This is an optimization exercise on Yosys and OpenROAD, whose aim is small area, a short achievable clock period and few clock cycles per item, not a production implementation. Only simulation tests tie the RTL to the original design; equivalence was not proved.

[flow/design.v]
module grsg_cmul (
  input  logic [7:0]  mag_i,
  input  logic [14:0] j_i,
  input  logic [16:0] j3_i,
  output logic [22:0] p_o
);
  logic [3:0][22:0] row;
  logic [22:0]      s1, c1, s2, c2;
  for (genvar k = 0; k < 4; k++) begin : g_row
    logic [16:0] sel;
    always_comb begin
      case (mag_i[2*k +: 2])
        2'd0: sel = 17'd0;
        2'd1: sel = {2'b00, j_i};
        2'd2: sel = {1'b0, j_i, 1'b0};
        default: sel = j3_i;
      endcase
    end
    assign row[k] = 23'(sel) << (2 * k);
  end
  assign s1  = row[0] ^ row[1] ^ row[2];
  assign c1  = 23'({(row[0] & row[1]) | (row[0] & row[2]) | (row[1] & row[2]), 1'b0});
  assign s2  = s1 ^ c1 ^ row[3];
  assign c2  = 23'({(s1 & c1) | (s1 & row[3]) | (c1 & row[3]), 1'b0});
  assign p_o = s2 + c2;
endmodule
module grsg_amul (
  input  logic [12:0] py_i,
  input  logic [12:0] x0_i,
  input  logic [13:0] s_i,
  input  logic [15:0] s3_i,
  output logic [20:0] lo_o,
  output logic [19:0] hi_o
);
  logic [6:0][15:0] sel;
  for (genvar k = 0; k < 7; k++) begin : g_sel
    logic [1:0] dg;
    assign dg = (k == 6) ? {1'b0, py_i[12]} : py_i[2*k +: 2];
    always_comb begin
      case (dg)
        2'd0: sel[k] = 16'd0;
        2'd1: sel[k] = {2'b00, s_i};
        2'd2: sel[k] = {1'b0, s_i, 1'b0};
        default: sel[k] = s3_i;
      endcase
    end
  end
  logic [20:0] l0, l1, l2, l3, ls1, lc1, ls2, lc2;
  assign l0  = 21'(sel[0]);
  assign l1  = 21'(sel[1]) << 2;
  assign l2  = 21'(sel[2]) << 4;
  assign l3  = 21'(x0_i);
  assign ls1 = l0 ^ l1 ^ l2;
  assign lc1 = 21'({(l0 & l1) | (l0 & l2) | (l1 & l2), 1'b0});
  assign ls2 = ls1 ^ lc1 ^ l3;
  assign lc2 = 21'({(ls1 & lc1) | (ls1 & l3) | (lc1 & l3), 1'b0});
  assign lo_o = ls2 + lc2;
  logic [19:0] h0, h1, h2, h3, hs1, hc1, hs2, hc2;
  assign h0   = 20'(sel[3]);
  assign h1   = 20'(sel[4]) << 2;
  assign h2   = 20'(sel[5]) << 4;
  assign h3   = 20'(sel[6]) << 6;
  assign hs1  = h0 ^ h1 ^ h2;
  assign hc1  = 20'({(h0 & h1) | (h0 & h2) | (h1 & h2), 1'b0});
  assign hs2  = hs1 ^ hc1 ^ h3;
  assign hc2  = 20'({(hs1 & hc1) | (hs1 & h3) | (hc1 & h3), 1'b0});
  assign hi_o = hs2 + hc2;
endmodule
module grsg_r4_step #(
  parameter int B = 0
) (
  input  logic [B+16:0] rem_i,
  input  logic [14:0]   nd_i,
  input  logic [16:0]   n3d_i,
  output logic [B+14:0] rem_o,
  output logic [1:0]    q_o
);
  logic [16:0] hi;
  logic [17:0] t1, t2, t3;
  logic [14:0] hi_o;
  assign hi = rem_i[B+16 : B];
  assign t1 = {1'b0, hi} + {3'b111, nd_i};           
  assign t2 = {1'b0, hi} + {2'b11, nd_i, 1'b0};      
  assign t3 = {1'b0, hi} + {1'b1, n3d_i};            
  always_comb begin
    if (!t3[17])      begin q_o = 2'd3; hi_o = t3[14:0]; end
    else if (!t2[17]) begin q_o = 2'd2; hi_o = t2[14:0]; end
    else if (!t1[17]) begin q_o = 2'd1; hi_o = t1[14:0]; end
    else              begin q_o = 2'd0; hi_o = hi[14:0]; end
  end
  if (B > 0) begin : g_lo
    assign rem_o = {hi_o, rem_i[B-1:0]};
  end else begin : g_nolo
    assign rem_o = hi_o;
  end
endmodule
module grsg_r2_step #(
  parameter int B = 0
) (
  input  logic [B+15:0] rem_i,
  input  logic [14:0]   nd_i,
  output logic [B+14:0] rem_o,
  output logic          q_o
);
  logic [15:0] hi;
  logic [16:0] t;
  assign hi  = rem_i[B+15 : B];
  assign t   = {1'b0, hi} + {2'b11, nd_i};           
  assign q_o = !t[16];
  if (B > 0) begin : g_lo
    assign rem_o = {q_o ? t[14:0] : hi[14:0], rem_i[B-1:0]};
  end else begin : g_nolo
    assign rem_o = q_o ? t[14:0] : hi[14:0];
  end
endmodule
module gradient_row_span_generator #(
  parameter int unsigned FbMaxDim = 8192
) (
  input  logic          clk_i,
  input  logic          rst_ni,
  input  logic          s_axis_tvalid,
  output logic          s_axis_tready,
  input  logic [127:0]  s_axis_tdata,
  output logic          m_axis_tvalid,
  input  logic          m_axis_tready,
  output logic [63:0]   m_axis_tdata,
  output logic          m_axis_tuser,
  input  logic          cfg_we_i,
  input  logic [1:0]    cfg_idx_i,
  input  logic [13:0]   cfg_wdata_i
);
  logic [13:0] fbw_q, fbh_q, str_q;
  logic [15:0] str3_q;                  
  logic [13:0] wsat;
  assign wsat = (cfg_wdata_i > 14'(FbMaxDim)) ? 14'(FbMaxDim) : cfg_wdata_i;
  always_ff @(posedge clk_i or negedge rst_ni) begin
    if (!rst_ni) begin
      fbw_q <= 14'd640;
      fbh_q <= 14'd480;
      str_q <= 14'd640;
    end else if (cfg_we_i) begin
      if (cfg_idx_i == 2'd0) fbw_q <= wsat;
      if (cfg_idx_i == 2'd1) fbh_q <= wsat;
      if (cfg_idx_i == 2'd2) str_q <= wsat;
    end
  end
  always_ff @(posedge clk_i or negedge rst_ni) begin
    if (!rst_ni) str3_q <= 16'd1920;
    else         str3_q <= {2'b00, str_q} + {1'b0, str_q, 1'b0};
  end
  logic [7:2]  vld_q;
  logic        k_vld_q;
  logic [64:0] f_q, k_q;
  logic        adv;
  assign adv           = !k_vld_q;
  assign s_axis_tready = adv;
  assign m_axis_tvalid = k_vld_q || vld_q[7];
  assign {m_axis_tuser, m_axis_tdata} = k_vld_q ? k_q : f_q;
  always_ff @(posedge clk_i or negedge rst_ni) begin
    if (!rst_ni) begin
      vld_q   <= '0;
      k_vld_q <= 1'b0;
    end else begin
      if (adv) vld_q <= {vld_q[6:2], s_axis_tvalid};
      if (!k_vld_q) k_vld_q <= vld_q[7] && !m_axis_tready;
      else if (m_axis_tready) k_vld_q <= 1'b0;
    end
  end
  always_ff @(posedge clk_i) begin
    if (!k_vld_q) k_q <= f_q;
  end
  logic signed [15:0] in_x, in_y, in_w, in_h;
  logic [14:0] in_j;
  logic [23:0] in_c0, in_c1;
  assign in_x  = s_axis_tdata[15:0];
  assign in_y  = s_axis_tdata[31:16];
  assign in_w  = s_axis_tdata[47:32];
  assign in_h  = s_axis_tdata[63:48];
  assign in_c0 = s_axis_tdata[87:64];
  assign in_c1 = s_axis_tdata[111:88];
  assign in_j  = s_axis_tdata[126:112];
  logic [16:0] s0_py, s0_xe;
  logic        s0_vis, s0_xe_ge;
  logic [14:0] s0_nd;
  logic [16:0] s0_j3;
  logic [23:0] s0_mag;
  logic [2:0]  s0_neg;
  always_comb begin
    s0_py    = {in_y[15], in_y} + {2'b00, in_j};
    s0_xe    = {in_x[15], in_x} + {in_w[15], in_w};
    s0_xe_ge = !s0_xe[16] && (s0_xe[15:13] != 3'd0);
    s0_vis   = !in_h[15] && (in_j < in_h[14:0])            
            && (s0_py[16:13] == 4'd0)                       
            && (in_x[15] || (in_x[14:13] == 2'd0));         
    s0_nd    = (in_h[14:0] == 15'd1) ? 15'h7fff : (15'd1 - in_h[14:0]);
    s0_j3    = {2'b00, in_j} + {1'b0, in_j, 1'b0};
    for (int c = 0; c < 3; c++) begin
      s0_neg[c] = in_c1[8*c +: 8] < in_c0[8*c +: 8];
      s0_mag[8*c +: 8] = s0_neg[c] ? (in_c0[8*c +: 8] - in_c1[8*c +: 8])
                                   : (in_c1[8*c +: 8] - in_c0[8*c +: 8]);
    end
  end
  logic        r2_vis, r2_xe_ge;
  logic [12:0] r2_py, r2_x0, r2_xe;
  logic [14:0] r2_j, r2_nd;
  logic [16:0] r2_j3;
  logic [23:0] r2_c0, r2_mag;
  logic [2:0]  r2_neg;
  always_ff @(posedge clk_i) begin
    if (adv) begin
      r2_vis   <= s0_vis;
      r2_xe_ge <= s0_xe_ge;
      r2_py    <= s0_py[12:0];
      r2_x0    <= in_x[15] ? 13'd0 : in_x[12:0];
      r2_xe    <= s0_xe[16] ? 13'd0 : s0_xe[12:0];
      r2_j     <= in_j;
      r2_nd    <= s0_nd;
      r2_j3    <= s0_j3;
      r2_c0    <= in_c0;
      r2_mag   <= s0_mag;
      r2_neg   <= s0_neg;
    end
  end
  logic [14:0] s2_l, s2_lw, s2_le;
  logic        s2_vis;
  logic [2:0][22:0] s2_n;
  logic [16:0] s2_n3d;
    always_comb begin
    s2_lw  = {1'b0, fbw_q} - {2'b00, r2_x0};
    s2_le  = {2'b00, r2_xe} - {2'b00, r2_x0};
    s2_l   = (r2_xe_ge || ({1'b0, r2_xe} > fbw_q)) ? s2_lw : s2_le;
    s2_vis = r2_vis && !s2_l[14] && (s2_l[13:0] != 14'd0) && ({1'b0, r2_py} < fbh_q);
    s2_n3d = {2'b11, r2_nd} + {1'b1, r2_nd, 1'b0};           
  end
  for (genvar c = 0; c < 3; c++) begin : g_cmul
    grsg_cmul u_cmul (.mag_i (r2_mag[8*c +: 8]), .j_i (r2_j), .j3_i (r2_j3), .p_o (s2_n[c]));
  end
  logic [20:0] s2_plo;
  logic [19:0] s2_phi;
  grsg_amul u_amul (
    .py_i (r2_py), .x0_i (r2_x0), .s_i (str_q), .s3_i (str3_q), .lo_o (s2_plo), .hi_o (s2_phi)
  );
  logic        r3_vis;
  logic [13:0] r3_len;
  logic [20:0] r3_plo;
  logic [19:0] r3_phi;
  logic [2:0][22:0] r3_n;
  logic [23:0] r3_c0;
  logic [2:0]  r3_neg;
  logic [14:0] r3_nd;
  logic [16:0] r3_n3d;
  always_ff @(posedge clk_i) begin
    if (adv) begin
      r3_vis <= s2_vis;
      r3_len <= s2_l[13:0];
      r3_plo <= s2_plo;
      r3_phi <= s2_phi;
      r3_n   <= s2_n;
      r3_c0  <= r2_c0;
      r3_neg <= r2_neg;
      r3_nd  <= r2_nd;
      r3_n3d <= s2_n3d;
    end
  end
  logic [25:0] s3_addr;
  assign s3_addr = 26'(r3_plo) + {r3_phi, 6'd0};
  logic [2:0][20:0] s3_rem;
  logic [2:0][1:0]  s3_q;
  for (genvar c = 0; c < 3; c++) begin : g_d3
    grsg_r4_step #(.B(6)) u_step (
      .rem_i (r3_n[c]), .nd_i (r3_nd), .n3d_i (r3_n3d), .rem_o (s3_rem[c]), .q_o (s3_q[c])
    );
  end
  logic        r4_vis;
  logic [13:0] r4_len;
  logic [25:0] r4_addr;
  logic [2:0][20:0] r4_rem;
  logic [2:0][1:0]  r4_q;
  logic [23:0] r4_c0;
  logic [2:0]  r4_neg;
  logic [14:0] r4_nd;
  logic [16:0] r4_n3d;
  always_ff @(posedge clk_i) begin
    if (adv) begin
      r4_vis  <= r3_vis;
      r4_len  <= r3_len;
      r4_addr <= s3_addr;
      r4_rem  <= s3_rem;
      r4_q    <= s3_q;
      r4_c0   <= r3_c0;
      r4_neg  <= r3_neg;
      r4_nd   <= r3_nd;
      r4_n3d  <= r3_n3d;
    end
  end
  logic [2:0][18:0] s4_rem;
  logic [2:0][1:0]  s4_q;
  for (genvar c = 0; c < 3; c++) begin : g_d2
    grsg_r4_step #(.B(4)) u_step (
      .rem_i (r4_rem[c]), .nd_i (r4_nd), .n3d_i (r4_n3d), .rem_o (s4_rem[c]), .q_o (s4_q[c])
    );
  end
  logic        r5_vis;
  logic [13:0] r5_len;
  logic [25:0] r5_addr;
  logic [2:0][18:0] r5_rem;
  logic [2:0][3:0]  r5_q;
  logic [23:0] r5_c0;
  logic [2:0]  r5_neg;
  logic [14:0] r5_nd;
  logic [16:0] r5_n3d;
  always_ff @(posedge clk_i) begin
    if (adv) begin
      r5_vis  <= r4_vis;
      r5_len  <= r4_len;
      r5_addr <= r4_addr;
      r5_rem  <= s4_rem;
      for (int c = 0; c < 3; c++) r5_q[c] <= {r4_q[c], s4_q[c]};
      r5_c0   <= r4_c0;
      r5_neg  <= r4_neg;
      r5_nd   <= r4_nd;
      r5_n3d  <= r4_n3d;
    end
  end
  logic [2:0][16:0] s5_rem;
  logic [2:0][1:0]  s5_q;
  for (genvar c = 0; c < 3; c++) begin : g_d1
    grsg_r4_step #(.B(2)) u_step (
      .rem_i (r5_rem[c]), .nd_i (r5_nd), .n3d_i (r5_n3d), .rem_o (s5_rem[c]), .q_o (s5_q[c])
    );
  end
  logic        r6_vis;
  logic [13:0] r6_len;
  logic [25:0] r6_addr;
  logic [2:0][16:0] r6_rem;
  logic [2:0][5:0]  r6_q;
  logic [23:0] r6_c0;
  logic [2:0]  r6_neg;
  logic [14:0] r6_nd;
  logic [16:0] r6_n3d;
  always_ff @(posedge clk_i) begin
    if (adv) begin
      r6_vis  <= r5_vis;
      r6_len  <= r5_len;
      r6_addr <= r5_addr;
      r6_rem  <= s5_rem;
      for (int c = 0; c < 3; c++) r6_q[c] <= {r5_q[c], s5_q[c]};
      r6_c0   <= r5_c0;
      r6_neg  <= r5_neg;
      r6_nd   <= r5_nd;
      r6_n3d  <= r5_n3d;
    end
  end
  logic [2:0][14:0] s6_rem_unused;
  logic [2:0][1:0]  s6_q;
  logic [23:0]      s6_col;
  for (genvar c = 0; c < 3; c++) begin : g_d0
    logic [7:0] base, inc, c1, c2, c3;
    grsg_r4_step #(.B(0)) u_step (
      .rem_i (r6_rem[c]), .nd_i (r6_nd), .n3d_i (r6_n3d), .rem_o (s6_rem_unused[c]), .q_o (s6_q[c])
    );
    assign inc  = r6_neg[c] ? 8'hff : 8'h01;
    assign base = r6_neg[c] ? (r6_c0[8*c +: 8] - {r6_q[c], 2'b00})
                            : (r6_c0[8*c +: 8] + {r6_q[c], 2'b00});
    assign c1   = base + inc;
    assign c2   = base + {inc[6:0], 1'b0};
    assign c3   = base + (r6_neg[c] ? 8'hfd : 8'h03);
    always_comb begin
      case (s6_q[c])
        2'd0: s6_col[8*c +: 8] = base;
        2'd1: s6_col[8*c +: 8] = c1;
        2'd2: s6_col[8*c +: 8] = c2;
        default: s6_col[8*c +: 8] = c3;
      endcase
    end
  end
  always_ff @(posedge clk_i) begin
    if (adv) f_q <= r6_vis ? {1'b1, s6_col, r6_len, r6_addr} : 65'd0;
  end
endmodule
[flow/run.sh]
#!/bin/bash
# synth_recipe.tcl (not shown) runs the flow's synth.tcl, then flattens the netlist and writes it again
# the make line also repeats each setting of config.mk as NAME=value (left out here)
make -C /OpenROAD-flow-scripts/flow DESIGN_CONFIG=/design/flow/config.mk WORK_HOME=/design/flow/orfs CLKGATE_MAP_FILE= SYNTH_SCRIPT=/design/flow/synth_recipe.tcl finish
[flow/config.mk]
export PLATFORM = sky130hd
export DESIGN_NAME = gradient_row_span_generator
export DESIGN_NICKNAME = gradient_row_span_generator
export VERILOG_FILES = /design/flow/design.v
export SDC_FILE = /design/flow/constraint.sdc
export NUM_CORES = 4
export LEC_CHECK = 0
export CAP_MARGIN = 20
export CORE_MARGIN = 2
export CORE_UTILIZATION = 40
export SETUP_SLACK_MARGIN = 4
export SLEW_MARGIN = 20
export TNS_END_PERCENT = 20
[flow/constraint.sdc]
create_clock -name core_clock -period 8.5 [get_ports {clk_i}]
set_input_delay 1.7000 -clock core_clock [delete_from_list [all_inputs] [get_ports {clk_i}]]
set_output_delay 1.7000 -clock core_clock [all_outputs]
set_load 0.01 [all_outputs]
==> flow_summary.yaml, run 1 <==
yosys:
  synth_edf_count: 890
  synthCells: 7490
  synth-main-ff-cell: "edfxtp_1"
  synthArstFlopShare: 0.0637
  yosysWarningCount: 7
  synth_top_cell_area_share: 0.338
  synth_top_cell_by_area: "edfxtp_1"
  avgSynthCellArea_um2: 10.5
  synthesis.nets: 8739
  yosys-top-cells-area: "edfxtp_1 (34%), ha_1 (15%), mux2_2 (4.8%)"
  seq_area_frac_synth: 0.376
  synth_seq_cells: 1020
  syn_area_um2: 79000
  synth.distinct_cells: 108
final_layout:
  register_area_um2: 29700
  drive_gt1_frac: 0.104
  finalInstanceArea_um2: 89200
  fin_nets: 8982
  fillers: 18100
  layout_commonest_cell: "ha_1"
  utilization: 0.453
  syn_to_final_growth_pct: 12.9
  layout_common_cells: "ha_1 (914), edfxtp_1 (890), nor2_1 (448), a21oi_1 (407), nand2_1 (405)"
  multiInputGateArea_um2: 47100
sta:
  rsz0062_at_grt: "true"
  period_share: 0.535
  layout_setup_ws_ns: 3.95
  maxSlewViolCount: 0
  slew_headroom: 0.264
  max_freq_ghz: 0.220
  hold_viol: 0
  skew_ns: 0.0827
  min_period_ns: 4.55
  setup_violations: 0
  worst_pin_slew_ns: 1.10
clock_network:
  clk_latency_ns: 0.81
  clkTransAtPathRegs_ns: 0.06
  root_buffer: "clkbuf_16"
  cts_sinks: 1020
  cts_buffers: 111
  cts_hold_buf: 0
  clk_path_buf_depth: 3
  ctsHtreeMaxLevel: 3
  cts_tree: "done"
route:
  antenna_left: 0
  wl_per_cell_um: 21.2
  drt-initial-drc-count: 4447
  wirelength_um: 223000
  via_per_inst: 5.61
  drc: 0
  dr.pass1.iters: 6
  vias: 58800
floorplanning:
  die_w_um: 448
  start_util: 0.401
  dieArea_um2: 201000
  core-area_um2: 197000
  boundaryPins: 216
  fp-row-count: 163
  fp.dieH_um: 448
placed_design:
  place_congestion: 0.918
  dpl-instance-area_um2: 84000
  dpl.hpwl_um: 169000
  port_buffers: 214
  post-place-ws_ns: 2.97
hold_path:
  min_path_type: "flip-flop to flip-flop"
  holdPathStages: 0
worst_setup_path:
  end_kind: "flip-flop"
  r2r_setup_slack_ns: 3.97
  worstPathArrival_ns: 5.17
  path_class: "primary input to flip-flop"
  critPathLaunchType: "primary input"
  crit_path_max_fanout: 6
  cp.required_ns: 9.13
  r2r_cells: 14
global_route:
  antenna_found_initial: 10
  grt_use_total: 0.217
  grt_overflow: 0
  grt_pass1_wl_um: 338000
  grt_pass1_vias: 57000
  grt_max_degree: 169
status:
  status: "timing/DRC/antenna clean"
job:
  maxCapViolCount: 0
## stage by stage
step	TNS, ns	instances	hold slack (ns)
2_1_floorplan	-5318.60	7490	0.400
3_3_place_gp	0	10200	0.400
3_5_place_dp	0	10200	0.405
4_1_cts	0	10400	0.380
5_1_grt	0	10500	0.387
6_report	0	10500	0.379
## layer usage
layer	vias to the layer above	wire length, um	global-route usage
met2	1668	97800	0.339
met1	28200	104000	0.308
li1	28500	-	-
met5	-	13	0
met4	2	8710	0.0825
met3	361	11900	0.0236
## flip-flops by register name (all words and copies together), names as in the netlist, 26 cells and up
signal / flops
r6_addr: 26
r4_addr: 26
r4_rem: 63
r3_n: 69
k_q: 65
r6_rem: 51
r5_addr: 26
f_q: 65
r5_rem: 57
## final cells by class
type,instances,area share
Clock inverter,75,0.00919
Multi-Input combinational cell,5808,0.528
Timing Repair inverter,2,0.000112
Inverter,407,0.0172
Antenna cell,7,0.000196
Timing Repair Buffer,383,0.0417
Tap cell,2640,0.0370
Clock buffer,134,0.0332
Sequential cell,1020,0.333
## cell usage after synthesis (104+ instances only)
master and count:
ha_1 917, edfxtp_1 890, nor2_1 448, a21oi_1 418, inv_1 406, nand2_1 405, xnor2_1 351, mux2_2 336
o21ai_0 312, clkbuf_1 233, a22o_1 220, a21o_1 186, fa_1 183, xor2_1 175, nor2b_1 155, nor3_1 132
o21a_1 118, nand2b_1 113, o211ai_1 104
## timing repair
action | in CTS | in global routing
pin swaps | 1 | 11
setup endpoints to repair | 116 | 97
gates resized for setup | 33 | 58
gates cloned | 2 | 2
setup buffers | 58 | 41
## cells by family after synthesis
family	after synthesis	share of synthesized area
simple gates	1694	0.105
mux	442	0.0615
buf+inv	662	0.0318
compound gates	2045	0.176
xor+xnor	527	0.0585
flops	1020	0.376
fa+ha+maj	1100	0.192
## critical path, stage by stage
cell and delay [ns]:
clkdlybuf4s50_1 0.70, ha_1 0.32, a211oi_1 0.33, o21ai_1 0.18, a311o_1 0.44, o31ai_1 0.46, o21ai_1 0.20, a211oi_1 0.31
xor2_1 0.17, nand3_1 0.09, a211oi_1 0.27
## final timing paths
| path | end | from |
|---|---|---|
| hold / removal | r5_vis | r4_vis |
| setup / recovery | r2_vis | s_axis_tdata[113] |
| setup reg to reg | r3_n[42] | r2_mag[11] |
| min in group asynchronous | fbw_q[1] | rst_ni |
| max in group asynchronous | k_vld_q | rst_ni |
| hold reg to reg | r5_vis | r4_vis |
Testbench counts, summed over its fixed seeds: cycles 16,048, items 16,000.
==> run 2, diff against run 1 <==
--- a/flow/design.v
+++ b/flow/design.v
@@ -149,25 +149,15 @@
     else         str3_q <= {2'b00, str_q} + {1'b0, str_q, 1'b0};
   end
   logic [7:2]  vld_q;
-  logic        k_vld_q;
-  logic [64:0] f_q, k_q;
+  logic [64:0] f_q;
   logic        adv;
-  assign adv           = !k_vld_q;
+  assign adv           = !vld_q[7] || m_axis_tready;
   assign s_axis_tready = adv;
-  assign m_axis_tvalid = k_vld_q || vld_q[7];
-  assign {m_axis_tuser, m_axis_tdata} = k_vld_q ? k_q : f_q;
+  assign m_axis_tvalid = vld_q[7];
+  assign {m_axis_tuser, m_axis_tdata} = f_q;
   always_ff @(posedge clk_i or negedge rst_ni) begin
-    if (!rst_ni) begin
-      vld_q   <= '0;
-      k_vld_q <= 1'b0;
-    end else begin
-      if (adv) vld_q <= {vld_q[6:2], s_axis_tvalid};
-      if (!k_vld_q) k_vld_q <= vld_q[7] && !m_axis_tready;
-      else if (m_axis_tready) k_vld_q <= 1'b0;
-    end
-  end
-  always_ff @(posedge clk_i) begin
-    if (!k_vld_q) k_q <= f_q;
+    if (!rst_ni) vld_q <= '0;
+    else if (adv) vld_q <= {vld_q[6:2], s_axis_tvalid};
   end
   logic signed [15:0] in_x, in_y, in_w, in_h;
   logic [14:0] in_j;
==> run 2 against run 1 <==
Cell area fell by 2.2%. Critical path depth rose by 6. Synthesized area fell by 2.2%. Fmax rose by 0.82%. Final cell count fell by 2.5%. Wire length fell by 3.1%. Synthesized cell count fell by 1.8%. Clock-buffer cell count fell by 3. Critical path type is now flip-flop to flip-flop.
==> flow_summary.yaml, run 2 <==
status:
  status: "timing/DRC/antenna clean"
yosys:
  synthArstFlopShare: 0.0671
  synth_top_cell_area_share: 0.346
  avgSynthCellArea_um2: 10.5
  synth_adder_area_share: 0.196
  synth_compound_area_frac: 0.182
  synth_top_family_by_area: "adder cells"
  synthesis.nets: 8601
  seq_area_frac_synth: 0.367
  yosys-top-cells-area: "edfxtp_1 (35%), ha_1 (15%), fa_1 (4.7%)"
  syn_area_um2: 77200
  yosys-top-cells-count: "ha_1 (917), edfxtp_1 (890), o21ai_0 (418)"
  synth.area.mux_share: 0.0583
  yosysWarningCount: 7
  synth-xor-area-share: 0.0572
  synth-simple-area-share: 0.108
  synth_seq_cells: 954
  synth-main-ff-cell: "edfxtp_1"
  synth.most_common_cell: "ha_1"
  synthCells: 7352
  synth_top_cell_by_area: "edfxtp_1"
  synth.distinct_cells: 91
  synth_edf_count: 890
sta:
  final.setup.tns_ns: 0
  max_freq_ghz: 0.222
  setup_violations: 0
  skew_ns: 0.100
  period_share: 0.530
  rsz0062_at_grt: "true"
  worst_pin_slew_ns: 1.11
  min_period_ns: 4.51
  whs_ns: 0.394
  slew_headroom: 0.253
  hold_viol: 0
  maxSlewViolCount: 0
clock_network:
  cts_sinks: 954
  clk_path_buf_depth: 3
  clk_latency_ns: 0.81
  cts_buffers: 107
  ctsHtreeMaxLevel: 3
  clkTransAtPathRegs_ns: 0.06
  root_buffer: "clkbuf_16"
  cts_hold_buf: 0
  cts_tree: "done"
final_layout:
  top_regs: "r3_n: 69 flops, f_q: 65 flops, r4_rem: 63 flops"
  syn_to_final_growth_pct: 12.9
  fin_nets: 8851
  max_flop_register: "r3_n"
  final_cells: 10200
  layout_commonest_cell: "ha_1"
  largest_reg_flops: 69
  drive_gt1_frac: 0.105
  layout_common_cells: "ha_1 (912), edfxtp_1 (890), o21ai_0 (405), a21oi_1 (404), nor2_1 (398)"
global_route:
  grt_pass1_vias: 56400
  grt_max_degree: 147
  antenna_found_initial: 9
  grt_use_total: 0.214
  grt_overflow: 0
  grt_pass1_wl_um: 330000
worst_setup_path:
  cp_slowest_cell: "fa_1"
  worstPathArrival_ns: 5.04
  cp.required_ns: 9.03
  path_class: "flip-flop to flip-flop"
  critPathLaunchType: "flip-flop"
  worstPathCellList: "buf_8, nor2b_1, buf_4, a22o_1, fa_1, inv_1, fa_1, inv_1, ha_4, a21o_1, a21oi_1, o21bai_1, a211o_1, nand3_1, and3_1, a21oi_1, o311ai_0"
  crit_path_max_fanout: 21
  end_kind: "flip-flop"
  critical_path.max_stage_delay_ns: 0.53
hold_path:
  min_path_type: "flip-flop to flip-flop"
floorplanning:
  fp.dieH_um: 443
  core-area_um2: 192000
  fp-row-count: 161
  die_w_um: 443
  dieArea_um2: 197000
  boundaryPins: 216
  start_util: 0.402
route:
  drc: 0
  vias: 58100
  dr_wl_met3_um: 10300
  dr.max_layer_used: "met5"
  wl_met2_um: 99200
  via_per_inst: 5.68
  wirelength_um: 216000
  wl_per_cell_um: 21.1
  drt-initial-drc-count: 4282
  antenna_left: 0
  dr.pass1.iters: 6
  drt-met1-wl_um: 97400
placed_design:
  port_buffers: 214
  dpl.hpwl_um: 161000
  numPlacedInstances: 9906
  place_congestion: 0.908
job:
  maxCapViolCount: 0
## run 2: changes by cell type after synthesis, sizes merged, moves of 11 or more
cell,delta
a211oi,+11
and3,+21
clkbuf,-14
dfxtp,-65
mux2,-47
mux2i,+17
nand2b,-16
nor2,-46
o211ai,-55
o21ai,+41
or2,+20
xnor2,-14
## run 2: cells by family after synthesis
kind of cell	Yosys count
buffers and inverters	647
adders and majority gates	1100
muxes	412
DFF	954
and+or+nand+nor	1677
xor gates and xnor gates	504
AOI/OAI and AO/OA	2058
## run 2: repair_timing
action,4_1_cts,5_1_grt
setup endpoints to repair,51,72
pin swaps,5,6
gates cloned,2,0
resized for setup,30,53
setup buffers,87,23
endpoints found under the hold margin,0,0
## run 2: stage by stage
step	cell area, um^2	util	setup WS [ns]
final	87200	0.454	3.99
after global routing	87200	0.454	3.84
after CTS	86800	0.452	3.74
after detailed placement	82100	0.427	2.96
after global placement	82100	0.427	3.02
after floorplan	77300	-	2.81
## run 2: final cells by class
class                      count  area, um^2
fill                       17800      105000
multi-input combinational   5753       46700
sequential                   954       28400
timing repair buffer         389        3720
tap                         2526        3160
clock buffer                 131        2840
inverter                     397        1490
clock inverter                64         928
antenna                        4        10.0
## run 2: path summary, 6_finish.rpt
path | from | endpoint | slack [ns] | depth (start not counted)
setup / recovery | r2_py[10] | r3_phi[18] | 3.99 | 17
hold / removal | r5_rem[39] | r6_rem[35] | 0.39 | 0
setup reg to reg | r2_py[10] | r3_phi[18] | 3.99 | 17
hold reg to reg | r5_rem[39] | r6_rem[35] | 0.39 | 0
max in group asynchronous | rst_ni | str_q[6] | 6.79 | 2
min in group asynchronous | rst_ni | fbw_q[1] | 1.07 | 2
## run 2: metal layers
layer	track usage	vias up
met4	0.0864	2
li1	-	28100
met3	0.0218	398
met2	0.349	1646
met1	0.290	27900
met5	0	-
## run 2: worst max-delay path, delay by kind of cell, from the launching register on
kind                     cells  cell delay [ns]
buffers and inverters        4             0.51
AND/OR/NAND/NOR              3             0.41
AO/OA/AOI/OAI                7             1.65
adder cells (fa/ha/maj)      3             1.24
flip-flops                   1             0.40
Testbench counts of run 2, summed over its fixed seeds: cycles 16,048, items 16,000.
==> run 3, diff against run 2 <==
--- a/flow/config.mk
+++ b/flow/config.mk
@@ -8,6 +8,7 @@
 export CAP_MARGIN = 20
 export CORE_MARGIN = 2
 export CORE_UTILIZATION = 40
+export CTS_BUF_LIST = sky130_fd_sc_hd__clkbuf_4 sky130_fd_sc_hd__clkbuf_8
 export SETUP_SLACK_MARGIN = 4
 export SLEW_MARGIN = 20
 export TNS_END_PERCENT = 20
==> run 3 against run 2 <==
Synthesized area unchanged. Worst hold slack better by 0.0057 ns. First-iteration DRC count down 2.2%. Synthesized cell count unchanged. Still clean. Non-clock buffer count down 6.
==> flow_summary.yaml, run 3 <==
floorplanning:
  fp.dieH_um: 443
  boundaryPins: 216
  fp-row-count: 161
  dieArea_um2: 197000
  core-area_um2: 192000
  start_util: 0.402
  die_w_um: 443
clock_network:
  cts_sinks: 954
  cts_buffers: 167
  clk_path_buf_depth: 3
  clkTransAtPathRegs_ns: 0.06
  cts_tree: "done"
  ctsHtreeMaxLevel: 4
  clk_latency_ns: 0.94
  root_buffer: "clkbuf_8"
yosys:
  synth_top_cell_area_share: 0.346
  synth_seq_cells: 954
  yosysWarningCount: 7
  synth.distinct_cells: 91
  seq_area_frac_synth: 0.367
  synth-main-ff-cell: "edfxtp_1"
  avgSynthCellArea_um2: 10.5
  synth_edf_count: 890
  synth_top_cell_by_area: "edfxtp_1"
  synthArstFlopShare: 0.0671
  synthCells: 7352
  synth.most_common_cell: "ha_1"
  yosys-top-cells-area: "edfxtp_1 (35%), ha_1 (15%), fa_1 (4.7%)"
  yosys-top-cells-count: "ha_1 (917), edfxtp_1 (890), o21ai_0 (418)"
  synthesis.nets: 8601
  syn_area_um2: 77200
final_layout:
  multiInputGateArea_um2: 46700
  fin_nets: 8905
  syn_to_final_growth_pct: 12.6
  drive_gt1_frac: 0.116
  layout_commonest_cell: "ha_1"
  register_area_um2: 28400
  top_regs: "r3_n: 69 flops, f_q: 65 flops, r4_rem: 63 flops"
  max_flop_register: "r3_n"
  largest_reg_flops: 69
  finalInstanceArea_um2: 87000
  layout_common_cells: "ha_1 (912), edfxtp_1 (890), o21ai_0 (409), a21oi_1 (405), nor2_1 (397)"
  final_cells: 10300
  fillers: 17900
route:
  via_per_inst: 5.65
  drc: 0
  vias: 58300
  dr.pass1.iters: 6
  drt-initial-drc-count: 4187
  antenna_left: 0
  wl_per_cell_um: 20.9
  wirelength_um: 216000
sta:
  worst_pin_slew_ns: 1.18
  slew_headroom: 0.209
  layout_setup_ws_ns: 4.03
  hold_viol: 0
  skew_ns: 0.0590
  maxSlewViolCount: 0
  rsz0062_at_grt: "true"
  period_share: 0.526
  max_freq_ghz: 0.224
  final.setup.tns_ns: 0
  setup_violations: 0
  min_period_ns: 4.47
placed_design:
  place_congestion: 0.908
  dpl-instance-area_um2: 82100
  numPlacedInstances: 9906
  dpl.hpwl_um: 161000
  post-place-ws_ns: 2.96
  port_buffers: 214
job:
  maxCapViolCount: 0
worst_setup_path:
  worstPathArrival_ns: 5.09
  critPathLaunchType: "flip-flop"
  crit_path_max_fanout: 15
  path_class: "flip-flop to flip-flop"
  cp.required_ns: 9.12
  end_kind: "flip-flop"
  r2r_setup_slack_ns: 4.03
global_route:
  grt_overflow: 0
  grt_pass1_vias: 56900
  grt_pass1_wl_um: 330000
  grt_use_total: 0.213
  grt_max_degree: 147
  antenna_found_initial: 10
status:
  status: "timing/DRC/antenna clean"
hold_path:
  min_path_type: "flip-flop to flip-flop"
## run 3: layout make-up
class,instances,share of cell area
Sequential cell,954,0.326
Antenna cell,5,0.000144
Tap cell,2526,0.0363
Inverter,397,0.0172
Clock buffer,211,0.0304
Clock inverter,94,0.0104
Multi-Input combinational cell,5753,0.537
Timing Repair Buffer,383,0.0425
## run 3: logic make-up after synthesis
kind of cell               count (synthesis)  synth area share
adders and majority gates               1100             0.196
and+or+nand+nor                         1677             0.108
buffers and inverters                    647            0.0320
DFF                                      954             0.367
xor gates and xnor gates                 504            0.0572
muxes                                    412            0.0583
AOI/OAI and AO/OA                       2058             0.182
## run 3: through the flow
stage,hold slack (ns),util
2_1_floorplan,0.400,-
3_3_place_gp,0.402,0.427
3_5_place_dp,0.405,0.427
4_1_cts,0.372,0.450
5_1_grt,0.378,0.453
6_report,0.400,0.453
## run 3: layer usage
| metal | global-route usage | share of wire | vias to the layer above |
|---|---|---|---|
| li1 | - | - | 28200 |
| met1 | 0.288 | 0.45 | 28000 |
| met2 | 0.346 | 0.46 | 1670 |
| met3 | 0.0280 | 0.051 | 437 |
| met4 | 0.0857 | 0.039 | 2 |
| met5 | 0 | 0.000051 | - |
## run 3: critical path: stages (launching register included)
cell	delay, ns
edfxtp_1	0.68
clkinvlp_4	0.40
fa_1	0.27
nor2b_1	0.07
o31a_1	0.30
o2111ai_1	0.22
a21boi_0	0.14
o41ai_1	0.61
o21a_1	0.57
o221ai_1	0.27
a31oi_1	0.61
## run 3: worst paths after layout
| kind | cells past startpoint | from | end |
|---|---|---|---|
| max in group asynchronous | 2 | rst_ni | str_q[3] |
| max | 10 | r5_nd[1] | r6_rem[49] |
| min in group asynchronous | 2 | rst_ni | fbw_q[1] |
| max reg2reg | 10 | r5_nd[1] | r6_rem[49] |
| min reg2reg | 0 | r5_rem[39] | r6_rem[35] |
| min | 0 | r5_rem[39] | r6_rem[35] |
## run 3: repair_timing
item	4_1_cts	5_1_grt
pin swaps	2	11
gates resized for setup	27	48
buffers inserted	73	31
hold buffers	0	0
cloned	2	0
endpoints found under the setup margin	52	52
==> run 4, diff against run 3 <==
--- a/flow/config.mk
+++ b/flow/config.mk
@@ -9,6 +9,6 @@
 export CORE_MARGIN = 2
 export CORE_UTILIZATION = 40
 export CTS_BUF_LIST = sky130_fd_sc_hd__clkbuf_4 sky130_fd_sc_hd__clkbuf_8
-export SETUP_SLACK_MARGIN = 4
+export SETUP_SLACK_MARGIN = 5
 export SLEW_MARGIN = 20
 export TNS_END_PERCENT = 20
==> run 4 against run 3 <==
Still clean on timing, DRC and antenna. Flip-flop and latch count is the same. Clock skew is 0.0030 ns lower. Register-to-register slack improved by 0.24 ns.
==> flow_summary.yaml, run 4 <==
status:
  status: "timing/DRC/antenna clean"
yosys:
  avgSynthCellArea_um2: 10.5
  synth_top_cell_by_area: "edfxtp_1"
  synthesis.nets: 8601
  synth.distinct_cells: 91
  synth_seq_cells: 954
  synth-main-ff-cell: "edfxtp_1"
  synth_edf_count: 890
  yosys-top-cells-count: "ha_1 (917), edfxtp_1 (890), o21ai_0 (418)"
  yosys-top-cells-area: "edfxtp_1 (35%), ha_1 (15%), fa_1 (4.7%)"
  synthCells: 7352
  syn_area_um2: 77200
  seq_area_frac_synth: 0.367
  synthArstFlopShare: 0.0671
  synth.most_common_cell: "ha_1"
  synth_top_cell_area_share: 0.346
  yosysWarningCount: 7
hold_path:
  min_path_type: "flip-flop to flip-flop"
sta:
  layout_setup_ws_ns: 4.27
  final.setup.tns_ns: 0
  maxSlewViolCount: 0
  worst_pin_slew_ns: 1.24
  min_period_ns: 4.23
  hold_viol: 0
  rsz0062_at_grt: "true"
  max_freq_ghz: 0.236
  setup_violations: 0
  whs_ns: 0.398
  slew_headroom: 0.167
  period_share: 0.498
  skew_ns: 0.0560
final_layout:
  drive_gt1_frac: 0.211
  top_regs: "r3_n: 69 flops, f_q: 65 flops, r4_rem: 63 flops"
  layout_common_cells: "edfxtp_1 (890), ha_1 (823), buf_4 (429), nand2_1 (389), nor2_1 (385)"
  fin_nets: 9314
  syn_to_final_growth_pct: 21.4
  layout_commonest_cell: "edfxtp_1"
  max_flop_register: "r3_n"
  largest_reg_flops: 69
  final_cells: 10700
  utilization: 0.488
floorplanning:
  dieArea_um2: 197000
  fp-row-count: 161
  boundaryPins: 216
  die_w_um: 443
  fp.dieH_um: 443
  start_util: 0.402
  core-area_um2: 192000
worst_setup_path:
  end_kind: "flip-flop"
  critical_path.max_stage_delay_ns: 0.52
  crit_path_max_fanout: 13
  critPathTopFamily: "compound AO/OA/AOI/OAI gates"
  cp_num_buf_inv: 4
  path_class: "flip-flop to flip-flop"
  cp.required_ns: 9.16
  worstPathCellList: "buf_6, nor2b_4, buf_6, a22o_1, fa_1, inv_1, fa_1, inv_2, ha_4, or2_4, a211o_1, a311oi_4, o21ai_2, a21o_1, a21oi_2, xnor2_2"
  worstPathArrival_ns: 4.89
  critPathLaunchType: "flip-flop"
  cp_slowest_cell: "fa_1"
clock_network:
  clk_latency_ns: 0.95
  cts_buffers: 167
  clk_path_buf_depth: 3
  root_buffer: "clkbuf_8"
  clkTransAtPathRegs_ns: 0.06
  ctsHtreeMaxLevel: 4
  cts_hold_buf: 0
  cts_sinks: 954
  cts_tree: "done"
route:
  vias: 60800
  drc: 0
  antenna_left: 0
  wl_per_cell_um: 21.4
  via_per_inst: 5.66
  dr.pass1.iters: 6
  wirelength_um: 230000
  drt-initial-drc-count: 4483
global_route:
  antenna_found_initial: 11
  grt_max_degree: 147
  grt_pass1_vias: 58700
  grt_pass1_wl_um: 341000
  grt_overflow: 0
  grt_use_total: 0.221
placed_design:
  numPlacedInstances: 9906
  dpl.hpwl_um: 161000
  port_buffers: 214
  post-place-ws_ns: 2.96
  place_congestion: 0.908
job:
  maxCapViolCount: 0
[run 4: final timing paths]
kind,startpoint,endpoint,slack (ns),cells past startpoint
worst max register to register,r2_py[2],r3_plo[14],4.27,16
worst min register to register,r5_rem[39],r6_rem[35],0.40,0
min in group asynchronous,rst_ni,fbw_q[0],0.92,2
worst max-delay path,r2_py[2],r3_plo[14],4.27,16
worst min-delay path,r5_rem[39],r6_rem[35],0.40,0
max in group asynchronous,rst_ni,str_q[5],6.93,2
[run 4: kinds of logic (layout without fill, tap and decap cells)]
family,Yosys count,after routing,share of synthesized area
buffers and inverters,647,1488,0.0320
adders and majority gates,1100,1100,0.196
other,0,8,0
DFF,954,954,0.367
AOI/OAI and AO/OA,2058,2064,0.182
xor gates and xnor gates,504,504,0.0572
muxes,412,412,0.0583
and+or+nand+nor,1677,1679,0.108
[run 4: metrics by stage]
step / cell area (um^2)
floorplan: 77300
global placement: 82100
detailed placement: 82100
CTS: 90200
global route: 93700
finish: 93700
[run 4: area by class of cell]
type,count,area [um^2]
antenna,8,20.0
clock buffer,211,2650
clock inverter,94,908
fill,17400,98400
inverter,397,1510
multi-input combinational,5759,49600
sequential,954,28400
tap,2526,3160
timing repair buffer,786,7510
[run 4: timing repair]
action	4_1_cts	5_1_grt
setup endpoints to repair	660	561
buffers inserted	295	200
gates resized for setup	508	375
gates cloned	9	11
pin swaps	238	225
[run 4: routing by layer]
metal	routed length, um	track usage	vias to the layer above
met2	107000	0.362	1906
li1	-	-	29000
met4	10600	0.0953	2
met3	12200	0.0286	515
met5	11	0	-
met1	100000	0.294	29300
==> run 5, diff against run 4 <==
--- a/flow/config.mk
+++ b/flow/config.mk
@@ -9,6 +9,6 @@
 export CORE_MARGIN = 2
 export CORE_UTILIZATION = 40
 export CTS_BUF_LIST = sky130_fd_sc_hd__clkbuf_4 sky130_fd_sc_hd__clkbuf_8
-export SETUP_SLACK_MARGIN = 5
+export SETUP_SLACK_MARGIN = 4.75
 export SLEW_MARGIN = 20
 export TNS_END_PERCENT = 20
==> run 5 against run 4 <==
Via count fell by 0.90%. Worst hold slack gained 0.0039 ns. Synthesized cell count unchanged. Flip-flop and latch count unchanged. Critical path type unchanged. Critical endpoint unchanged.
==> flow_summary.yaml, run 5 <==
route:
  via_per_inst: 5.67
  drc: 0
  wl_per_cell_um: 21.3
  drt-initial-drc-count: 4470
  vias: 60200
  antenna_left: 0
  wirelength_um: 226000
  dr.pass1.iters: 6
floorplanning:
  boundaryPins: 216
  dieArea_um2: 197000
  fp-row-count: 161
  core-area_um2: 192000
  die_w_um: 443
  start_util: 0.402
  fp.dieH_um: 443
worst_setup_path:
  critPathLaunchType: "flip-flop"
  worstPathArrival_ns: 4.87
  r2r-end: "r3_plo[14]"
  r2r_cells: 16
  r2r_setup_slack_ns: 4.29
  cp.required_ns: 9.16
  path_class: "flip-flop to flip-flop"
  crit_path_max_fanout: 5
  rr_startpoint: "r2_py[1]"
  end_kind: "flip-flop"
yosys:
  seq_area_frac_synth: 0.367
  yosys-top-cells-area: "edfxtp_1 (35%), ha_1 (15%), fa_1 (4.7%)"
  yosysWarningCount: 7
  synth.most_common_cell: "ha_1"
  avgSynthCellArea_um2: 10.5
  synthCells: 7352
  synthArstFlopShare: 0.0671
  synth_edf_count: 890
  synth-main-ff-cell: "edfxtp_1"
  synth_top_cell_area_share: 0.346
  synth_seq_cells: 954
  synth.distinct_cells: 91
  yosys-top-cells-count: "ha_1 (917), edfxtp_1 (890), o21ai_0 (418)"
  synthesis.nets: 8601
  synth_top_cell_by_area: "edfxtp_1"
  syn_area_um2: 77200
global_route:
  antenna_found_initial: 10
  grt_max_degree: 147
  grt_use_total: 0.220
  grt_overflow: 0
  grt_pass1_vias: 58400
  grt_pass1_wl_um: 340000
job:
  maxCapViolCount: 0
clock_network:
  root_buffer: "clkbuf_8"
  cts_sinks: 954
  ctsHtreeMaxLevel: 4
  clk_latency_ns: 0.95
  clkTransAtPathRegs_ns: 0.06
  clk_path_buf_depth: 3
  cts_tree: "done"
  cts_buffers: 167
placed_design:
  port_buffers: 214
  place_congestion: 0.908
  dpl.hpwl_um: 161000
final_layout:
  fillers: 17500
  max_flop_register: "r3_n"
  drive_gt1_frac: 0.187
  top_regs: "r3_n: 69 flops, f_q: 65 flops, r4_rem: 63 flops"
  largest_reg_flops: 69
  layout_common_cells: "edfxtp_1 (890), ha_1 (843), nand2_1 (391), nor2_1 (386), inv_1 (376)"
  layout_commonest_cell: "edfxtp_1"
  syn_to_final_growth_pct: 18.9
  fin_nets: 9211
hold_path:
  holdPathEnd: "r6_rem[35]"
  min_path_type: "flip-flop to flip-flop"
  min_from: "r5_rem[39]"
  holdPathStages: 0
sta:
  maxSlewViolCount: 0
  period_share: 0.495
  worst_pin_slew_ns: 1.18
  rsz0062_at_grt: "true"
  whs_ns: 0.401
  slew_headroom: 0.207
  skew_ns: 0.0599
  final.setup.tns_ns: 0
  min_period_ns: 4.21
  setup_violations: 0
  max_freq_ghz: 0.237
  hold_viol: 0
status:
  status: "timing/DRC/antenna clean"
-- run 5: cell counts after synthesis --
Identical to the previous run, type by type.
-- run 5: cells by family (layout without fill, tap and decap cells) --
family,count (synthesis),count (layout),synth area share
buf+inv,647,1389,0.0320
simple gates,1677,1679,0.108
flops,954,954,0.367
fa+ha+maj,1100,1100,0.196
compound gates,2058,2060,0.182
xor+xnor,504,504,0.0572
other cells,0,5,0
mux,412,412,0.0583
-- run 5: worst max-delay path by stage --
stage,startpoint,endpoint,depth (start not counted)
detailed placement,r2_mag[19],r3_n[68],17
finish,r2_py[1],r3_plo[14],16
global route,r2_py[6],r3_phi[17],17
global placement,r2_mag[19],r3_n[68],17
CTS,r2_py[6],r3_phi[17],17
floorplan,m_axis_tready,s_axis_tready,2
-- run 5: metrics by stage --
| step | cell area (um^2) | instances | util | worst slack (ns) |
|---|---|---|---|---|
| floorplan | 77300 | 7352 | - | 2.81 |
| global placement | 82100 | 9906 | 0.427 | 3.02 |
| detailed placement | 82100 | 9906 | 0.427 | 2.96 |
| CTS | 89800 | 10500 | 0.467 | 4.19 |
| global route | 91800 | 10600 | 0.478 | 4.19 |
| finish | 91800 | 10600 | 0.478 | 4.29 |
-- run 5: what timing repair did --
item | 4_1_cts | 5_1_grt
gates cloned | 8 | 5
setup endpoints to repair | 452 | 400
setup buffers | 273 | 126
endpoints found under the hold margin | 0 | 0
resized for setup | 430 | 193
hold buffers | 0 | 0
pin swaps | 220 | 144
-- run 5: cell type report --
class	instances	area [um^2]	share of cell area
clock buffers	211	2650	0.0288
repair inverters	1	5.00	0.0000545
multi-input cells	5755	48700	0.531
diodes	5	12.5	0.000136
repair buffers	686	6520	0.0710
flip-flops and latches	954	28400	0.309
inverters	397	1500	0.0164
well taps	2526	3160	0.0344
clock inverters	94	908	0.00989
-- run 5: layer usage --
| metal | global-route usage | vias to the layer above | share of wire | wire length (um) |
|---|---|---|---|---|
| met5 | 0 | - | 0.000049 | 11 |
| met4 | 0.0974 | 2 | 0.045 | 10200 |
| met3 | 0.0274 | 517 | 0.051 | 11500 |
| met2 | 0.359 | 1863 | 0.46 | 105000 |
| met1 | 0.294 | 29000 | 0.44 | 99500 |
| li1 | - | 28800 | - | - |
-- run 5: worst max-delay path: stages, from the launching register on --
cell and delay [ns]:
edfxtp_1 0.51, buf_6 0.17, buf_4 0.12, mux2_2 0.25
a22o_1 0.21, fa_1 0.48, inv_1 0.05, fa_1 0.50
inv_2 0.05, ha_4 0.15, or2_4 0.23, a211o_1 0.29
a311oi_4 0.35, o21ai_2 0.10, a21o_1 0.17, a21oi_2 0.16
xnor2_2 0.12
==> run 6, diff against run 5 <==
--- a/flow/config.mk
+++ b/flow/config.mk
@@ -9,6 +9,6 @@
 export CORE_MARGIN = 2
 export CORE_UTILIZATION = 40
 export CTS_BUF_LIST = sky130_fd_sc_hd__clkbuf_4 sky130_fd_sc_hd__clkbuf_8
-export SETUP_SLACK_MARGIN = 4.75
+export SETUP_SLACK_MARGIN = 4.5
 export SLEW_MARGIN = 20
 export TNS_END_PERCENT = 20
==> run 6 against run 5 <==
Die area is the same. Flip-flop and latch count unchanged. Clock-buffer cell count stayed put. Via count decreased by 1.1%. Core utilization down 0.81 points. Fmax down 0.54%. Critical path type unchanged.
==> flow_summary.yaml, run 6 <==
placed_design:
  port_buffers: 214
  numPlacedInstances: 9906
  place_congestion: 0.908
  dpl-instance-area_um2: 82100
  dpl.hpwl_um: 161000
floorplanning:
  dieArea_um2: 197000
  start_util: 0.402
  fp-row-count: 161
  fp.dieH_um: 443
  boundaryPins: 216
  core-area_um2: 192000
  die_w_um: 443
yosys:
  yosys-top-cells-area: "edfxtp_1 (35%), ha_1 (15%), fa_1 (4.7%)"
  avgSynthCellArea_um2: 10.5
  synthesis.nets: 8601
  synth_edf_count: 890
  synth_top_cell_by_area: "edfxtp_1"
  seq_area_frac_synth: 0.367
  synth-main-ff-cell: "edfxtp_1"
  yosysWarningCount: 7
  syn_area_um2: 77200
  synthCells: 7352
  synth_seq_cells: 954
  synth_top_cell_area_share: 0.346
  yosys-top-cells-count: "ha_1 (917), edfxtp_1 (890), o21ai_0 (418)"
  synth.most_common_cell: "ha_1"
  synthArstFlopShare: 0.0671
  synth.distinct_cells: 91
clock_network:
  cts_tree: "done"
  cts_buffers: 167
  clk_latency_ns: 0.94
  root_buffer: "clkbuf_8"
  clkTransAtPathRegs_ns: 0.06
  cts_sinks: 954
  ctsHtreeMaxLevel: 4
  clk_path_buf_depth: 3
route:
  via_per_inst: 5.66
  drc: 0
  dr.pass1.iters: 5
  wl_per_cell_um: 21.1
  wirelength_um: 223000
  vias: 59600
  drt-initial-drc-count: 4265
  antenna_left: 0
hold_path:
  min_from: "r5_rem[39]"
  holdPathStages: 0
  holdPathEnd: "r6_rem[35]"
  min_path_type: "flip-flop to flip-flop"
final_layout:
  largest_reg_flops: 69
  layout_commonest_cell: "edfxtp_1"
  drive_gt1_frac: 0.165
  max_flop_register: "r3_n"
  fin_nets: 9115
  fillers: 17600
  top_regs: "r3_n: 69 flops, f_q: 65 flops, r4_rem: 63 flops"
  syn_to_final_growth_pct: 16.9
  final_cells: 10500
  register_area_um2: 28400
  finalInstanceArea_um2: 90300
  layout_common_cells: "edfxtp_1 (890), ha_1 (865), nand2_1 (393), nor2_1 (392), inv_1 (383)"
  multiInputGateArea_um2: 48000
status:
  status: "timing/DRC/antenna clean"
sta:
  min_period_ns: 4.23
  skew_ns: 0.0574
  slew_headroom: 0.190
  final.setup.tns_ns: 0
  max_freq_ghz: 0.236
  setup_violations: 0
  period_share: 0.498
  worst_pin_slew_ns: 1.21
  whs_ns: 0.404
  maxSlewViolCount: 0
  hold_viol: 0
  rsz0062_at_grt: "true"
global_route:
  grt_overflow: 0
  antenna_found_initial: 10
  grt_max_degree: 147
  grt_pass1_vias: 58000
  grt_pass1_wl_um: 337000
  grt_use_total: 0.219
worst_setup_path:
  r2r-end: "r3_plo[14]"
  critPathLaunchType: "flip-flop"
  worstPathCellList: "buf_6, buf_4, mux2_2, a22o_1, fa_1, inv_1, fa_1, inv_2, ha_4, or2_4, a211o_1, a311oi_4, o21ai_2, a21o_1, a21oi_2, xnor2_2"
  cp.required_ns: 9.15
  r2r_setup_slack_ns: 4.27
  end_kind: "flip-flop"
  path_class: "flip-flop to flip-flop"
  path_common_cell: "fa_1"
  crit_path_max_fanout: 5
  r2r_cells: 16
  cp_slowest_cell: "edfxtp_1"
  critical_path.max_stage_delay_ns: 0.54
  cp_num_buf_inv: 4
  rr_startpoint: "r2_py[1]"
  path_depth: 16
  critPathTopFamily: "compound AO/OA/AOI/OAI gates"
  worstPathArrival_ns: 4.89
job:
  maxCapViolCount: 0
[run 6: changes by cell type in the layout (fill, tap and decap cells not counted), moves of 7 or more]
cell,change
a21oi_1,+11
mux2_2,+8
ha_1,+22
buf_4,-65
ha_4,-18
inv_1,+7
buf_6,-25
mux2_4,-8
a21oi_2,-8
o21ai_0,+11
[run 6: cells by family after synthesis]
logic type	share of synthesized area
fa+ha+maj	0.196
buf+inv	0.0320
simple gates	0.108
compound gates	0.182
xor+xnor	0.0572
mux	0.0583
flops	0.367
[run 6: layout make-up]
class | instances | share of cell area
timing repair buffer | 592 | 0.0630
clock inverter | 94 | 0.0101
antenna | 4 | 0.000111
inverter | 397 | 0.0166
tap | 2526 | 0.0350
sequential | 954 | 0.314
clock buffer | 211 | 0.0293
multi-input combinational | 5754 | 0.532
[run 6: per-layer routing]
metal	vias to the layer above	GRT usage	wire, um
li1	28700	-	-
met1	28700	0.292	98900
met2	1747	0.355	103000
met3	491	0.0275	11100
met4	2	0.0959	9590
met5	-	0	11
[run 6: worst max path at each step]
stage | slack, ns | from | to
floorplan | 2.81 | m_axis_tready | s_axis_tready
global placement | 3.02 | r2_mag[19] | r3_n[68]
detailed placement | 2.96 | r2_mag[19] | r3_n[68]
CTS | 4.19 | r2_py[6] | r3_phi[17]
global route | 4.18 | r2_py[6] | r3_phi[17]
finish | 4.27 | r2_py[1] | r3_plo[14]
[run 6: worst register-to-register path, cell delays in order, from the launching register on]
cell      delay, ns
edfxtp_1       0.54
buf_6          0.16
buf_4          0.10
mux2_2         0.31
a22o_1         0.22
fa_1           0.48
inv_1          0.05
fa_1           0.49
inv_2          0.05
ha_4           0.15
or2_4          0.23
a211o_1        0.29
a311oi_4       0.32
o21ai_2        0.11
a21o_1         0.17
a21oi_2        0.16
xnor2_2        0.12
[run 6: metrics by stage]
step	util	setup WS, ns
after CTS	0.462	4.19
final	0.470	4.27
after detailed placement	0.427	2.96
after global routing	0.470	4.18
after global placement	0.427	3.02
after floorplan	-	2.81
[run 6: timing repair]
action	CTS	global route
setup endpoints to repair	344	384
hold buffers	0	0
cloned	7	2
gates resized for setup	288	148
pin swaps	136	100
setup buffers	214	93
==> run 7, diff against run 6 <==
--- a/flow/config.mk
+++ b/flow/config.mk
@@ -7,8 +7,9 @@
 export LEC_CHECK = 0
 export CAP_MARGIN = 20
 export CORE_MARGIN = 2
-export CORE_UTILIZATION = 40
+export CORE_UTILIZATION = 55
 export CTS_BUF_LIST = sky130_fd_sc_hd__clkbuf_4 sky130_fd_sc_hd__clkbuf_8
+export PLACE_DENSITY = 0.75
 export SETUP_SLACK_MARGIN = 4.5
 export SLEW_MARGIN = 20
 export TNS_END_PERCENT = 20
==> run 7 against run 6 <==
Clock skew grew 0.024 ns. Flip-flop and latch count stayed put. Fmax shrank 3.0%. Largest cell class unchanged.
==> flow_summary.yaml, run 7 <==
yosys:
  synth.distinct_cells: 91
  seq_area_frac_synth: 0.367
  synthCells: 7352
  synthesis.nets: 8601
  yosys-top-cells-count: "ha_1 (917), edfxtp_1 (890), o21ai_0 (418)"
  synth.most_common_cell: "ha_1"
  synth-main-ff-cell: "edfxtp_1"
  avgSynthCellArea_um2: 10.5
  syn_area_um2: 77200
  synth_edf_count: 890
  synth_top_cell_by_area: "edfxtp_1"
  synthArstFlopShare: 0.0671
  synth_seq_cells: 954
  synth_top_cell_area_share: 0.346
  yosysWarningCount: 7
  yosys-top-cells-area: "edfxtp_1 (35%), ha_1 (15%), fa_1 (4.7%)"
clock_network:
  root_buffer: "clkbuf_8"
  ctsHtreeMaxLevel: 4
  cts_tree: "done"
  clk_latency_ns: 0.96
  cts_sinks: 954
  clkTransAtPathRegs_ns: 0.07
  clk_path_buf_depth: 3
  cts_buffers: 160
worst_setup_path:
  path_class: "flip-flop to flip-flop"
  end_kind: "flip-flop"
  r2r-end: "r3_n[67]"
  r2r_cells: 15
  critPathLaunchType: "flip-flop"
  r2r_setup_slack_ns: 4.14
  cp.required_ns: 9.30
  crit_path_max_fanout: 3
  worstPathArrival_ns: 5.16
  rr_startpoint: "r2_mag[16]"
global_route:
  grt_pass1_wl_um: 325000
  antenna_found_initial: 15
  grt_use_total: 0.291
  grt_pass1_vias: 58200
  grt_max_degree: 182
  grt_overflow: 0
route:
  via_per_inst: 6.20
  antenna_left: 0
  vias: 60900
  wirelength_um: 214000
  drc: 0
  drt-initial-drc-count: 5778
  dr.pass1.iters: 6
  wl_per_cell_um: 21.8
sta:
  rsz0062_at_grt: "true"
  slew_headroom: 0.280
  setup_violations: 0
  final.setup.tns_ns: 0
  min_period_ns: 4.36
  hold_viol: 0
  layout_setup_ws_ns: 4.14
  maxSlewViolCount: 0
  period_share: 0.513
  worst_pin_slew_ns: 1.05
  max_freq_ghz: 0.229
  skew_ns: 0.0815
final_layout:
  largest_reg_flops: 69
  top_regs: "r3_n: 69 flops, f_q: 65 flops, r4_rem: 63 flops"
  drive_gt1_frac: 0.157
  syn_to_final_growth_pct: 15.1
  layout_commonest_cell: "edfxtp_1"
  fin_nets: 9065
  fillers: 10600
  layout_common_cells: "edfxtp_1 (890), ha_1 (870), nand2_1 (391), nor2_1 (389), inv_1 (383)"
  max_flop_register: "r3_n"
  utilization: 0.638
floorplanning:
  dieArea_um2: 143000
  start_util: 0.554
  boundaryPins: 216
  core-area_um2: 139000
  fp-row-count: 137
  die_w_um: 379
  fp.dieH_um: 379
job:
  maxCapViolCount: 0
hold_path:
  min_from: "r5_addr[22]"
  min_path_type: "flip-flop to flip-flop"
  holdPathEnd: "r6_addr[22]"
  holdPathStages: 0
placed_design:
  post-place-ws_ns: 2.98
  port_buffers: 214
  place_congestion: 0.971
  dpl.hpwl_um: 153000
status:
  status: "timing/DRC/antenna clean"
==> run 7: cell counts after synthesis <==
No cell type changed its count.
==> run 7: layout make-up <==
class,instances,area [um^2],share of cell area
sequential,954,28400,0.319
inverter,397,1500,0.0169
timing repair buffer,549,5160,0.0580
multi-input combinational,5754,47900,0.539
tap,1876,2350,0.0264
clock buffer,207,2580,0.0290
antenna,14,35.0,0.000394
clock inverter,84,1000,0.0112
==> run 7: metal layers <==
metal  vias to the layer above  track usage  share of wire
met5                         -            0              0
met4                         0        0.127          0.046
met3                       555       0.0469          0.077
met2                      2606        0.463           0.46
met1                     29200        0.392           0.42
li1                      28600            -              -
==> run 7: logic make-up after synthesis <==
| kind of cell | after synthesis | synth area share |
|---|---|---|
| compound gates | 2058 | 0.182 |
| simple gates | 1677 | 0.108 |
| fa+ha+maj | 1100 | 0.196 |
| flops | 954 | 0.367 |
| buf+inv | 647 | 0.0320 |
| xor+xnor | 504 | 0.0572 |
| mux | 412 | 0.0583 |
==> run 7: how the worst max path moves through the flow <==
stage | end | from
2_1_floorplan | s_axis_tready | m_axis_tready
3_3_place_gp | r3_plo[14] | r2_py[2]
3_5_place_dp | r3_plo[14] | r2_py[2]
4_1_cts | r3_phi[17] | r2_py[9]
5_1_grt | r3_n[67] | r2_mag[16]
6_report | r3_n[67] | r2_mag[16]
==> run 7: worst max-delay path: stages, from the launching register on <==
cell      delay, ns
edfxtp_1       0.52
buf_6          0.18
buf_6          0.10
mux2_4         0.28
a22o_1         0.20
fa_1           0.51
fa_1           0.58
ha_4           0.23
a21oi_4        0.16
o21bai_4       0.09
o311a_1        0.34
nor2_2         0.16
o21ai_2        0.08
or4_4          0.45
a211o_1        0.28
nand3_2        0.07
==> run 7: repair_timing <==
action | 4_1_cts | 5_1_grt
setup buffers | 172 | 101
cloned | 3 | 2
endpoints found under the setup margin | 207 | 198
resized for setup | 221 | 192
pin swaps | 105 | 110
hold buffers | 0 | 0
==> run 7: stage by stage <==
| step | hold slack [ns] | cells | area (um^2) |
|---|---|---|---|
| floorplan | 0.400 | 7352 | 77300 |
| CTS | 0.383 | 9718 | 87100 |
| global placement | 0.400 | 9251 | 81300 |
| finish | 0.384 | 9835 | 88900 |
| detailed placement | 0.405 | 9252 | 81300 |
| global route | 0.395 | 9833 | 88900 |

## separate check: timing with driven ports
Ports are ideal in the flow. The routed layouts listed here were re-timed in OpenROAD. Step 1 (the two cells are an assumption about what drives the block):
set clk [get_ports {clk_i}]
set_driving_cell -lib_cell sky130_fd_sc_hd__clkbuf_16 $clk
set_driving_cell -lib_cell sky130_fd_sc_hd__buf_2 [delete_from_list [all_inputs] $clk]
Step 2 also shifts input and output timing later by t, the mid clock arrival at the registers, as if the neighbouring blocks saw the same clock. Three values: no drivers, after step 1, after step 2; two values: the first two.
run	t, ns	setup slack, ns	hold WS [ns]	pins driven straight from the clock port
run 1	0.855	3.954 / 3.967 / 3.155	0.379 / 0.379 / 0.379	1
run 2	0.849	3.991 / 3.991 / 3.244	0.394 / 0.394 / 0.394	1
run 3	1.002	4.028 / 4.027 / 3.190	0.400 / 0.400 / 0.400	1
run 4	1.011	4.271 / 4.271 / 3.680	0.398 / 0.398 / 0.398	1
run 5	1.004	4.289 / 4.289 / 3.550	0.401 / 0.401 / 0.401	1
run 6	1.003	4.266 / 4.266 / 3.397	0.404 / 0.404 / 0.404	1
run 7	0.988	4.136 / 4.136 / 3.410	0.384 / 0.384 / 0.384	1
After both steps every run listed still meets setup and hold. For run 6, which loses most, drivers alone change the setup slack by 0.000 ns; drivers and shift together by -0.869 ns.
